Context: an optimization exercise on an open-source flow, tuned for small area. The choices shown serve that exercise and are no tape-out recipe. The RTL was checked by simulation tests, not by an equivalence proof against the original design. Power and IR drop assume default switching activity.

build 27:
Design pipeTop, start of the top module:
module pipeTop
(
	input  logic        CLK,
	input  logic        RSTB,
	input  logic        PSEL,
	input  logic        PENABLE,
	input  logic        PWRITE,
	input  logic [11:0] PADDR,
	input  logic [31:0] PWDATA,
	output logic [31:0] PRDATA,
	output logic        PREADY,
	output logic        PSLVERR
);
	logic [5:0]      ph;
	logic [3:0]      slotHi;
	logic [1:0]      wrPoint;
	logic            running;
	logic            pcDone;
	logic            runStart;
	logic            runEnd;
	logic            execOn;
	logic            regWe;
	logic [1:0]      regWdata;
	logic            imemWe;
	logic [3:0]      imemPointWe;
	pipePkg::sInstrT imemWdata;
	pipePkg::sInstrT tapInstr;
	pipePkg::sInstrT nextInstr;
	pipePkg::sInstrT nextInstrD;
	pipePkg::sInstrT curInstr;
	logic [1:0]      rfBits;
	logic [1:0]      sum;
	logic            rfWe;
	logic [3:0]      rfRdIdx;
	logic [3:0]      rfWrIdx;
	logic [1:0]      rfWbits;
	always_ff @(posedge CLK or negedge RSTB)
	begin
		if (!RSTB)
			ph <= '0;
		else
			ph <= ph + 6'd1;
	end
	always_ff @(posedge CLK)
	begin
		if (runStart)
			slotHi <= 4'd15;
		else if (ph == 6'd63)
			slotHi <= slotHi + 4'd1;
	end
	assign runEnd = running & slotHi[3] & ~slotHi[0] & (ph == 6'd7);
	assign execOn = running & (slotHi != 4'd15) & ((slotHi != 4'd0) | (ph[5:3] != 3'd0));
	always_ff @(posedge CLK or negedge RSTB)
	begin
		if (!RSTB)
		begin
			running <= 1'b0;
			pcDone  <= 1'b0;
		end
		else
		begin
			if (runStart)
				running <= 1'b1;
			else if (runEnd)
  ...
For scale: roughly 0.021 mm2 of cells after synthesis.
clock: 5.0 ns
lec_check: 0
abc_area: 1
cap_margin: 20
core_margin: 2
core_utilization: 55
gpl_timing_driven: 0
slew_margin: 20
standard.sh (not shown) runs the stock make flow with config.mk's settings and CLKGATE_MAP_FILE= SYNTH_SCRIPT=/design/flow/synth_recipe.tcl, a recipe that flattens the netlist after the stock synthesis.
==> flow/flow/run.sh <==
#!/bin/bash
# The standard layout with three changes:
#  - after the standard synthesis, the gates between the registers are
#    re-mapped by Yosys/ABC for area (registers untouched, see remap.ys);
#  - clock tree synthesis without dummy loads;
#  - port buffers of the smallest buffer.
# Each tool's output goes to its own log in this folder.
set -euo pipefail
export CTS_ARGS="-sink_clustering_enable -repair_clock_nets -dont_use_dummy_load $(cat flow/cts_args.txt)"
export BUFFER_PORTS_ARGS="-buffer_cell sky130_fd_sc_hd__buf_1"
export SKIP_REPAIR_TIE_FANOUT=1
R=orfs/results/${FLOW_PLATFORM}/pipeTop/base
LIB=${FLOW_HOME}/platforms/${FLOW_PLATFORM}/lib/sky130_fd_sc_hd__tt_025C_1v80.lib
YOSYS=yosys
if [[ -x ${FLOW_HOME}/../tools/install/yosys/bin/yosys ]]; then YOSYS=${FLOW_HOME}/../tools/install/yosys/bin/yosys; fi
bash standard.sh synth > standard_synth.log 2>&1
cp $R/1_2_yosys.v standard_netlist.v
sed -e "s|@LIB@|$LIB|g" -e "s|@IN@|$PWD/standard_netlist.v|" -e "s|@OUT@|$PWD/remapped.v|" flow/remap.ys > remap_run.ys
$YOSYS -q -s remap_run.ys -l remap_yosys.log > /dev/null 2>&1
cp remapped.v $R/1_2_yosys.v
rm -f $R/1_synth.odb $R/1_synth.sdc
bash standard.sh > standard_flow.log 2>&1
==> flow/flow/cts_args.txt <==
-buf_list sky130_fd_sc_hd__clkbuf_8 -sink_clustering_size 20 -sink_clustering_max_diameter 50
==> flow/flow/remap.ys <==
# Re-map the combinational logic of the standard synthesis netlist for area.
# Flip-flop cells stay as they are (kept as black boxes), so every register
# keeps its name and cell type; only the gates between them are re-mapped.
read_liberty -ignore_miss_func @LIB@
blackbox sky130_fd_sc_hd__dfxtp_1 sky130_fd_sc_hd__edfxtp_1 sky130_fd_sc_hd__dfrtp_1 sky130_fd_sc_hd__dfstp_1 sky130_fd_sc_hd__dfxbp_1 sky130_fd_sc_hd__dfrbp_1
read_verilog @IN@
hierarchy -top pipeTop
flatten
opt -purge
abc -liberty @LIB@ -dont_use sky130_fd_sc_hd__lpflow_bleeder_1 -dont_use sky130_fd_sc_hd__lpflow_clkbufkapwr_1 -dont_use sky130_fd_sc_hd__lpflow_clkbufkapwr_16 -dont_use sky130_fd_sc_hd__lpflow_clkbufkapwr_2 -dont_use sky130_fd_sc_hd__lpflow_clkbufkapwr_4 -dont_use sky130_fd_sc_hd__lpflow_clkbufkapwr_8 -dont_use sky130_fd_sc_hd__lpflow_clkinvkapwr_1 -dont_use sky130_fd_sc_hd__lpflow_clkinvkapwr_16 -dont_use sky130_fd_sc_hd__lpflow_clkinvkapwr_2 -dont_use sky130_fd_sc_hd__lpflow_clkinvkapwr_4 -dont_use sky130_fd_sc_hd__lpflow_clkinvkapwr_8 -dont_use sky130_fd_sc_hd__lpflow_decapkapwr_12 -dont_use sky130_fd_sc_hd__lpflow_decapkapwr_3 -dont_use sky130_fd_sc_hd__lpflow_decapkapwr_4 -dont_use sky130_fd_sc_hd__lpflow_decapkapwr_6 -dont_use sky130_fd_sc_hd__lpflow_decapkapwr_8 -dont_use sky130_fd_sc_hd__lpflow_inputiso0n_1 -dont_use sky130_fd_sc_hd__lpflow_inputiso0p_1 -dont_use sky130_fd_sc_hd__lpflow_inputiso1n_1 -dont_use sky130_fd_sc_hd__lpflow_inputiso1p_1 -dont_use sky130_fd_sc_hd__lpflow_inputisolatch_1 -dont_use sky130_fd_sc_hd__lpflow_isobufsrc_1 -dont_use sky130_fd_sc_hd__lpflow_isobufsrc_16 -dont_use sky130_fd_sc_hd__lpflow_isobufsrc_2 -dont_use sky130_fd_sc_hd__lpflow_isobufsrc_4 -dont_use sky130_fd_sc_hd__lpflow_isobufsrc_8 -dont_use sky130_fd_sc_hd__lpflow_isobufsrckapwr_16 -dont_use sky130_fd_sc_hd__lpflow_lsbuf_lh_hl_isowell_tap_1 -dont_use sky130_fd_sc_hd__lpflow_lsbuf_lh_hl_isowell_tap_2 -dont_use sky130_fd_sc_hd__lpflow_lsbuf_lh_hl_isowell_tap_4 -dont_use sky130_fd_sc_hd__lpflow_lsbuf_lh_isowell_4 -dont_use sky130_fd_sc_hd__lpflow_lsbuf_lh_isowell_tap_1 -dont_use sky130_fd_sc_hd__lpflow_lsbuf_lh_isowell_tap_2 -dont_use sky130_fd_sc_hd__lpflow_lsbuf_lh_isowell_tap_4 -dont_use sky130_fd_sc_hd__probe_p_8 -dont_use sky130_fd_sc_hd__probec_p_8  -script "+strash;dch;map -a;"
opt_clean -purge
hilomap -singleton -hicell sky130_fd_sc_hd__conb_1 HI -locell sky130_fd_sc_hd__conb_1 LO
opt_clean -purge

opt_clean -purge
stat -liberty @LIB@
write_verilog -noattr -noexpr -nohex -nodec @OUT@
Changes in build 43 relative to build 27:
diff --git a/flow/flow/run.sh b/flow/flow/run.sh
--- a/flow/flow/run.sh
+++ b/flow/flow/run.sh
@@ -9,5 +9,4 @@
 export CTS_ARGS="-sink_clustering_enable -repair_clock_nets -dont_use_dummy_load $(cat flow/cts_args.txt)"
 export BUFFER_PORTS_ARGS="-buffer_cell sky130_fd_sc_hd__buf_1"
-export SKIP_REPAIR_TIE_FANOUT=1
 R=orfs/results/${FLOW_PLATFORM}/pipeTop/base
 LIB=${FLOW_HOME}/platforms/${FLOW_PLATFORM}/lib/sky130_fd_sc_hd__tt_025C_1v80.lib
==> flow/flow/cts_args.txt <==
-buf_list sky130_fd_sc_hd__clkbuf_8 -sink_clustering_size 21 -sink_clustering_max_diameter 50
diff --git a/flow/flow/remap.ys b/flow/flow/remap.ys
--- a/flow/flow/remap.ys
+++ b/flow/flow/remap.ys
@@ -10,7 +10,7 @@
 abc -liberty @LIB@ -dont_use sky130_fd_sc_hd__lpflow_bleeder_1 -dont_use sky130_fd_sc_hd__lpflow_clkbufkapwr_1 -dont_use sky130_fd_sc_hd__lpflow_clkbufkapwr_16 -dont_use sky130_fd_sc_hd__lpflow_clkbufkapwr_2 -dont_use sky130_fd_sc_hd__lpflow_clkbufkapwr_4 -dont_use sky130_fd_sc_hd__lpflow_clkbufkapwr_8 -dont_use sky130_fd_sc_hd__lpflow_clkinvkapwr_1 -dont_use sky130_fd_sc_hd__lpflow_clkinvkapwr_16 -dont_use sky130_fd_sc_hd__lpflow_clkinvkapwr_2 -dont_use sky130_fd_sc_hd__lpflow_clkinvkapwr_4 -dont_use sky130_fd_sc_hd__lpflow_clkinvkapwr_8 -dont_use sky130_fd_sc_hd__lpflow_decapkapwr_12 -dont_use sky130_fd_sc_hd__lpflow_decapkapwr_3 -dont_use sky130_fd_sc_hd__lpflow_decapkapwr_4 -dont_use sky130_fd_sc_hd__lpflow_decapkapwr_6 -dont_use sky130_fd_sc_hd__lpflow_decapkapwr_8 -dont_use sky130_fd_sc_hd__lpflow_inputiso0n_1 -dont_use sky130_fd_sc_hd__lpflow_inputiso0p_1 -dont_use sky130_fd_sc_hd__lpflow_inputiso1n_1 -dont_use sky130_fd_sc_hd__lpflow_inputiso1p_1 -dont_use sky130_fd_sc_hd__lpflow_inputisolatch_1 -dont_use sky130_fd_sc_hd__lpflow_isobufsrc_1 -dont_use sky130_fd_sc_hd__lpflow_isobufsrc_16 -dont_use sky130_fd_sc_hd__lpflow_isobufsrc_2 -dont_use sky130_fd_sc_hd__lpflow_isobufsrc_4 -dont_use sky130_fd_sc_hd__lpflow_isobufsrc_8 -dont_use sky130_fd_sc_hd__lpflow_isobufsrckapwr_16 -dont_use sky130_fd_sc_hd__lpflow_lsbuf_lh_hl_isowell_tap_1 -dont_use sky130_fd_sc_hd__lpflow_lsbuf_lh_hl_isowell_tap_2 -dont_use sky130_fd_sc_hd__lpflow_lsbuf_lh_hl_isowell_tap_4 -dont_use sky130_fd_sc_hd__lpflow_lsbuf_lh_isowell_4 -dont_use sky130_fd_sc_hd__lpflow_lsbuf_lh_isowell_tap_1 -dont_use sky130_fd_sc_hd__lpflow_lsbuf_lh_isowell_tap_2 -dont_use sky130_fd_sc_hd__lpflow_lsbuf_lh_isowell_tap_4 -dont_use sky130_fd_sc_hd__probe_p_8 -dont_use sky130_fd_sc_hd__probec_p_8  -script "+strash;dch;map -a;"
 opt_clean -purge
-hilomap -singleton -hicell sky130_fd_sc_hd__conb_1 HI -locell sky130_fd_sc_hd__conb_1 LO
+hilomap -hicell sky130_fd_sc_hd__conb_1 HI -locell sky130_fd_sc_hd__conb_1 LO
 opt_clean -purge
-
+insbuf -buf sky130_fd_sc_hd__buf_4 A X
 opt_clean -purge
 stat -liberty @LIB@
Diff build 27..build 43 | die area | negligible. Portion of the layout cell area used by non-clock buffers of build 27 is on par with build 43. Register clock-pin slew on the reported worst setup and hold paths of build 43 is on par with build 27. Comparing the two runs side by side, build 43 comes out behind build 27 on setup slack. Between build 43 and build 27, the global-route usage figures differ only marginally. Re count of sequential standard cells: no difference whatsoever between build 27 and build 43.
> inputs changed (build 43 -> build 71)
- clearing GPL_TIMING_DRIVEN, which used to be 0
- swapping 55 for 45 in CORE_UTILIZATION
diff --git a/flow/flow/run.sh b/flow/flow/run.sh
--- a/flow/flow/run.sh
+++ b/flow/flow/run.sh
@@ -1,7 +1,10 @@
 #!/bin/bash
-# The standard layout with three changes:
+# The standard layout with four changes:
 #  - after the standard synthesis, the gates between the registers are
 #    re-mapped by Yosys/ABC for area (registers untouched, see remap.ys);
-#  - clock tree synthesis without dummy loads;
+#  - the constant-zero outputs PRDATA[31:16] share one tie cell
+#    (remap.ys maps them to one, and the tie fanout repair is skipped);
+#  - clock tree synthesis without dummy loads, with the leaf clusters of
+#    flow/cts_args.txt;
 #  - port buffers of the smallest buffer.
 # Each tool's output goes to its own log in this folder.
@@ -9,4 +12,5 @@
 export CTS_ARGS="-sink_clustering_enable -repair_clock_nets -dont_use_dummy_load $(cat flow/cts_args.txt)"
 export BUFFER_PORTS_ARGS="-buffer_cell sky130_fd_sc_hd__buf_1"
+export SKIP_REPAIR_TIE_FANOUT=1
 R=orfs/results/${FLOW_PLATFORM}/pipeTop/base
 LIB=${FLOW_HOME}/platforms/${FLOW_PLATFORM}/lib/sky130_fd_sc_hd__tt_025C_1v80.lib
==> flow/flow/cts_args.txt <==
-buf_list sky130_fd_sc_hd__clkbuf_8 -sink_clustering_size 21 -sink_clustering_max_diameter 60
diff --git a/flow/flow/remap.ys b/flow/flow/remap.ys
--- a/flow/flow/remap.ys
+++ b/flow/flow/remap.ys
@@ -10,7 +10,7 @@
 abc -liberty @LIB@ -dont_use sky130_fd_sc_hd__lpflow_bleeder_1 -dont_use sky130_fd_sc_hd__lpflow_clkbufkapwr_1 -dont_use sky130_fd_sc_hd__lpflow_clkbufkapwr_16 -dont_use sky130_fd_sc_hd__lpflow_clkbufkapwr_2 -dont_use sky130_fd_sc_hd__lpflow_clkbufkapwr_4 -dont_use sky130_fd_sc_hd__lpflow_clkbufkapwr_8 -dont_use sky130_fd_sc_hd__lpflow_clkinvkapwr_1 -dont_use sky130_fd_sc_hd__lpflow_clkinvkapwr_16 -dont_use sky130_fd_sc_hd__lpflow_clkinvkapwr_2 -dont_use sky130_fd_sc_hd__lpflow_clkinvkapwr_4 -dont_use sky130_fd_sc_hd__lpflow_clkinvkapwr_8 -dont_use sky130_fd_sc_hd__lpflow_decapkapwr_12 -dont_use sky130_fd_sc_hd__lpflow_decapkapwr_3 -dont_use sky130_fd_sc_hd__lpflow_decapkapwr_4 -dont_use sky130_fd_sc_hd__lpflow_decapkapwr_6 -dont_use sky130_fd_sc_hd__lpflow_decapkapwr_8 -dont_use sky130_fd_sc_hd__lpflow_inputiso0n_1 -dont_use sky130_fd_sc_hd__lpflow_inputiso0p_1 -dont_use sky130_fd_sc_hd__lpflow_inputiso1n_1 -dont_use sky130_fd_sc_hd__lpflow_inputiso1p_1 -dont_use sky130_fd_sc_hd__lpflow_inputisolatch_1 -dont_use sky130_fd_sc_hd__lpflow_isobufsrc_1 -dont_use sky130_fd_sc_hd__lpflow_isobufsrc_16 -dont_use sky130_fd_sc_hd__lpflow_isobufsrc_2 -dont_use sky130_fd_sc_hd__lpflow_isobufsrc_4 -dont_use sky130_fd_sc_hd__lpflow_isobufsrc_8 -dont_use sky130_fd_sc_hd__lpflow_isobufsrckapwr_16 -dont_use sky130_fd_sc_hd__lpflow_lsbuf_lh_hl_isowell_tap_1 -dont_use sky130_fd_sc_hd__lpflow_lsbuf_lh_hl_isowell_tap_2 -dont_use sky130_fd_sc_hd__lpflow_lsbuf_lh_hl_isowell_tap_4 -dont_use sky130_fd_sc_hd__lpflow_lsbuf_lh_isowell_4 -dont_use sky130_fd_sc_hd__lpflow_lsbuf_lh_isowell_tap_1 -dont_use sky130_fd_sc_hd__lpflow_lsbuf_lh_isowell_tap_2 -dont_use sky130_fd_sc_hd__lpflow_lsbuf_lh_isowell_tap_4 -dont_use sky130_fd_sc_hd__probe_p_8 -dont_use sky130_fd_sc_hd__probec_p_8  -script "+strash;dch;map -a;"
 opt_clean -purge
-hilomap -hicell sky130_fd_sc_hd__conb_1 HI -locell sky130_fd_sc_hd__conb_1 LO
+hilomap -singleton -hicell sky130_fd_sc_hd__conb_1 HI -locell sky130_fd_sc_hd__conb_1 LO
 opt_clean -purge
-insbuf -buf sky130_fd_sc_hd__buf_4 A X
+
 opt_clean -purge
 stat -liberty @LIB@
### Flow results
Number of global-route vias before repair for build 71 is higher than for build 43.
Compared with build 43, build 71 has extra setup slack.
The width of the die in build 71 sits about 10% above the value recorded for build 43.
## Diff of input files: build 98 against build 71
- GPL_TIMING_DRIVEN: unset -> 0
- CORE_UTILIZATION: 45 -> 55
## What came out
For build 71, the master of the slowest instance on the critical path was dfrtp_1, unlike build 98, where it was nand4_1. Summary — delay contributed by the slowest stage of the critical path, build 98 relative to build 71: higher, by 0.24 ns. As far as post-layout net count is concerned, build 71 and build 98 perform about the same. Build 98 against build 71: register share of total power now smaller; time the worst path needs with I/O delays and setup now larger. Diff build 71 -> build 98 | routed wire length | up by a few percent.
Changes in build 95 relative to build 98:
- CAP_MARGIN: 20 -> 5
- CORE_UTILIZATION: 55 -> 45
- GPL_TIMING_DRIVEN: 0 -> unset
- SLEW_MARGIN: 20 -> 5
==> comparison <==
- Looking at classification of the worst setup path, the reg -> out result is from build 95; the reg -> reg one comes from build 98.
- Higher cell area after layout was reported by build 95, not build 98.
- Build 95 vs. build 98: fraction of area in clock buffers and inverters ~0 delta; depth of the worst register-to-register path went up 1; wire length reported by the detailed router dropped 2.2%; number of tapcells up 19%.
Relative to build 95, the following input files were edited for build 52:
- a change of SLEW_MARGIN from 5 to 20
- a change of CORE_UTILIZATION from 45 to 55
- a change of CAP_MARGIN from 5 to 20
- an added GPL_TIMING_DRIVEN of 0
diff --git a/flow/flow/run.sh b/flow/flow/run.sh
--- a/flow/flow/run.sh
+++ b/flow/flow/run.sh
@@ -1,10 +1,7 @@
 #!/bin/bash
-# The standard layout with four changes:
+# The standard layout with three changes:
 #  - after the standard synthesis, the gates between the registers are
 #    re-mapped by Yosys/ABC for area (registers untouched, see remap.ys);
-#  - the constant-zero outputs PRDATA[31:16] share one tie cell
-#    (remap.ys maps them to one, and the tie fanout repair is skipped);
-#  - clock tree synthesis without dummy loads, with the leaf clusters of
-#    flow/cts_args.txt;
+#  - clock tree synthesis without dummy loads;
 #  - port buffers of the smallest buffer.
 # Each tool's output goes to its own log in this folder.
==> flow/flow/cts_args.txt <==
-buf_list sky130_fd_sc_hd__clkbuf_8 -sink_clustering_size 22 -sink_clustering_max_diameter 50
### Flow results
Build 52 has completed all stages; timing, DRC and antenna checks passed.
Count of cells along the worst register-to-register path (build 52 over build 95): decrease, 1
The area occupied by multi-input gates in build 52 sits 2.5% above the value recorded for build 95.
Relative contribution of the clock network to total power was higher in build 52 than in build 95.
Diff build 95 and build 52: horizontal extent of the die higher in build 95
Endpoint arrival time on the critical path for build 52: 0.27 ns up relative to build 95
Build 95 and build 52 ended up with roughly the same design area.
Summary: core footprint, build 52 better than build 95
Net switching power of the design essentially unchanged between build 52 and build 95.
Side by side, portion of total power attributed to sequential cells turned out lower in build 52 than in build 95.
Number of flip-flops and latches: build 95 vs build 52 identical
Build 52: transition time at the pin with the least slew margin higher than build 95

==> what the ideal ports hide <==
In the flow no input, the clock included, has a driving cell. The finished layouts below were timed again as built, in two steps.
Step 1: set_driving_cell puts a clkbuf_16 on CLK and a buf_2 on each other input, an assumption about the parent block.
Step 2 adds t to the input delays and takes it off the output delays; t is the mean of the earliest and latest rising clock arrival at the registers after step 1. Input paths then give back, and output paths get back, about the clock's delay inside the block.
a / b / c = ideal / step 1 / step 2; a / b = the first two.
run | t, ns | setup slack, ns | cell pins on the clock port's net
build 27 | 0.678 | 0.567 / 0.567 / 0.485 | 1
build 43 | 0.682 | 0.504 / 0.504 / 0.504 | 1
build 71 | 0.662 | 0.913 / 0.867 / 0.794 | 1
build 98 | 0.671 | 0.406 / 0.406 / 0.406 | 1
build 95 | 0.662 | 0.913 / 0.867 / 0.794 | 1
build 52 | 0.667 | 0.637 / 0.590 / 0.503 | 1
After both steps every run listed still meets setup and hold. For build 52, which loses most, drivers alone change the setup slack by -0.047 ns; drivers and shift together by -0.134 ns.
